This design comes from an exercise in tuning for small area and a short achievable clock period on the open sky130 flow, not from production work.
Only simulation tests tie the RTL to the original design; equivalence was not proved.
Power and IR drop assume default switching activity.

Setup of P:
## fp16_mac
module fp16_mac (
    input  logic                        clk,
    input  logic                        rst,
    input  logic                        in_valid_i,
    input  logic [2-1:0]           tag_i,
    input  logic [16-1:0]          k_i,
    input  logic [16-1:0]          x_i,
    input  logic [16-1:0]          b_i,
    output logic                        out_valid_o,
    output logic [2-1:0]           tag_o,
    output logic [16-1:0]          result_o
);
export LEC_CHECK = 0
export CAP_MARGIN = 20
export CORE_MARGIN = 2
export CORE_UTILIZATION = 40
export CTS_CLUSTER_DIAMETER = 70
export CTS_CLUSTER_SIZE = 40
export SETUP_SLACK_MARGIN = 2.8
export SLEW_MARGIN = 20
create_clock -name core_clock -period 6.0 [get_ports {clk}]
standard.sh (not shown) runs the stock make flow with config.mk's settings and CLKGATE_MAP_FILE= SYNTH_SCRIPT=/design/flow/synth_recipe.tcl, a recipe that flattens the netlist after the stock synthesis.
==> flow/flow/run.sh <==
#!/bin/bash
# Standard layout, with the port buffers made of plain buffers (buf_2)
# instead of the delay cells that buffer_ports picks by default.
set -e
export BUFFER_PORTS_ARGS="-buffer_cell sky130_fd_sc_hd__buf_2"
bash standard.sh > standard.log 2>&1
P reached the final stage; the timing, design-rule and antenna checks on its layout passed.
For Q, these inputs were changed with respect to P:
Settings: SETUP_SLACK_MARGIN: 2.8 -> 2.9.
### Flow results
- The global routing met2 resource utilization reported for Q is smaller than that of P by 0.56 points.
- Routed wire length across P and Q: no real change.
- Re clock power: Q is about 4% up on P.
- Summary of Q over P: routability congestion estimate from global placement moved up; fraction of the yosys area taken by sequential cells level.
- P → Q: worst setup slack before clock tree synthesis now sits higher; final critical delay including setup and external delays now sits lower.
Input-level comparison between R and Q:
Settings: SETUP_SLACK_MARGIN changed from 2.9 to 3.0.
==> flow/flow/run.sh <==
#!/bin/bash
# Standard layout, with the port buffers made of plain buffers (buf_1)
# instead of the delay cells that buffer_ports picks by default.
set -e
export BUFFER_PORTS_ARGS="-buffer_cell sky130_fd_sc_hd__buf_1"
bash standard.sh > standard.log 2>&1
[summary]
The higher synthesis-to-finish area growth of R and Q is in R. Lower violation count after the first detailed-route iteration goes to R over Q. R ended up with a higher relative contribution of combinational cells to total power than Q did. Floorplan die area: Q vs R identical. Area after synthesis came out exactly the same in R and Q. R: met3 track demand over resource in global routing is 0.30 points lower than what Q reported. Total of plain and repair buffers excluding clock buffers: R and Q compared, lower one is Q.

* * *

Setup of job 101:
Another version of the RTL of fp16_mac (not shown whole).
For scale: roughly 1900 cells after synthesis, roughly 300 flip-flops.
Design fp16_mac, start of the top module:
module fp16_mac (
    input  logic                        clk,
    input  logic                        rst,
    input  logic                        in_valid_i,
    input  logic [2-1:0]           tag_i,
    input  logic [16-1:0]          k_i,
    input  logic [16-1:0]          x_i,
    input  logic [16-1:0]          b_i,
    output logic                        out_valid_o,
    output logic [2-1:0]           tag_o,
    output logic [16-1:0]          result_o
);
clock: 6.0 ns
lec_check: 0
cap_margin: 20
core_margin: 2
core_utilization: 55
cts_buf_list: sky130_fd_sc_hd__clkbuf_8
cts_cluster_size: 30
setup_slack_margin: 2.5
slew_margin: 20
run.sh (not shown) runs the stock make flow with config.mk's settings and CLKGATE_MAP_FILE= SYNTH_SCRIPT=/design/flow/synth_recipe.tcl, a recipe that flattens the netlist after the stock synthesis.
Stock flow here: none of the scripts above is used.
> inputs changed (job 101 -> job 102)
# job 101
export LEC_CHECK = 0
export CAP_MARGIN = 20
export CORE_MARGIN = 2
export CORE_UTILIZATION = 55
export CTS_BUF_LIST = sky130_fd_sc_hd__clkbuf_8
export CTS_CLUSTER_SIZE = 30
export SETUP_SLACK_MARGIN = 2.5
export SLEW_MARGIN = 20
create_clock -name core_clock -period 6.0 [get_ports {clk}]
# job 102
export LEC_CHECK = 0
export CAP_MARGIN = 20
export CORE_MARGIN = 2
export CORE_UTILIZATION = 40
export SETUP_SLACK_MARGIN = 3.2
export SLEW_MARGIN = 20
create_clock -name core_clock -period 6.0 [get_ports {clk}]
Findings:
- Job 101 was carried through to the last stage, and its layout satisfied the timing, design-rule and antenna checks.
- Job 102 ran to completion and came out clean on the timing, design-rule and antenna checks.
- Taking job 101 as the reference, in job 102 share of total power consumed by net switching saw a decrease; final sum of negative setup slack held steady; maximum clock frequency went up; global-route usage has decreased.
- Job 102: final cell count is 262 higher than what job 101 reported.
- Via count in job 102 is about 4% above job 101.
- Job 101 reports its first element of the critical path as c4.q[3]$_DFF_P_ while job 102 reports x_i[7].
What job 103 does differently from job 102 at the input level:
# job 102
export LEC_CHECK = 0
export CAP_MARGIN = 20
export CORE_MARGIN = 2
export CORE_UTILIZATION = 40
export SETUP_SLACK_MARGIN = 3.2
export SLEW_MARGIN = 20
create_clock -name core_clock -period 6.0 [get_ports {clk}]
# job 103
export LEC_CHECK = 0
export CAP_MARGIN = 20
export CORE_MARGIN = 2
export CORE_UTILIZATION = 40
export SETUP_SLACK_MARGIN = 3.0
export SLEW_MARGIN = 20
create_clock -name core_clock -period 6.0 [get_ports {clk}]
### Flow results
- Re non-clock buffer count: job 103 is about 12% down on job 102.
- Against job 102, final design area excluding fillers in job 103 fell slightly.
- Summary of job 103 over job 102: number of combinational gates with multiple inputs down 0.31%; relative area of clock buffers and inverters in the final design up 1.0 points; clock power up 18%.

what the ideal ports hide:
No port has a modelled driver above. Below, the same layouts with a new extraction and two added sets of constraints. Step 1, drivers: a clkbuf_16 drives clk and a buf_2 each remaining input, both assumed. Step 2, shift: input delay + t, output delay - t, t = (earliest + latest rising clock arrival at the registers) / 2. This alone moves slack from input paths to output paths. Three values: ideal, step 1, step 2; two values: the first two.
run | t, ns | setup WS [ns] | worst setup path after step 2 | worst register clock-pin slew, ns | pins driven straight from the clock port
P | 0.581 | 2.859 / 2.885 / 2.305 | input to register | 0.10 / 0.10 | 1
Q | 0.582 | 2.895 / 2.913 / 2.331 | input to register | 0.10 / 0.10 | 1
R | 0.589 | 2.945 / 2.953 / 2.364 | input to register | 0.10 / 0.10 | 1
job 101 | 0.651 | 2.524 / 2.524 / 2.028 | input to register | 0.07 / 0.07 | 1
job 102 | 0.613 | 2.877 / 2.883 / 2.269 | input to register | 0.07 / 0.07 | 1
job 103 | 0.583 | 2.788 / 2.788 / 2.239 | input to register | 0.07 / 0.07 | 1
After both steps setup and hold are still met in every run listed. The setup slack of job 102, which loses most, moves by +0.006 ns with the drivers and by -0.608 ns with both steps.
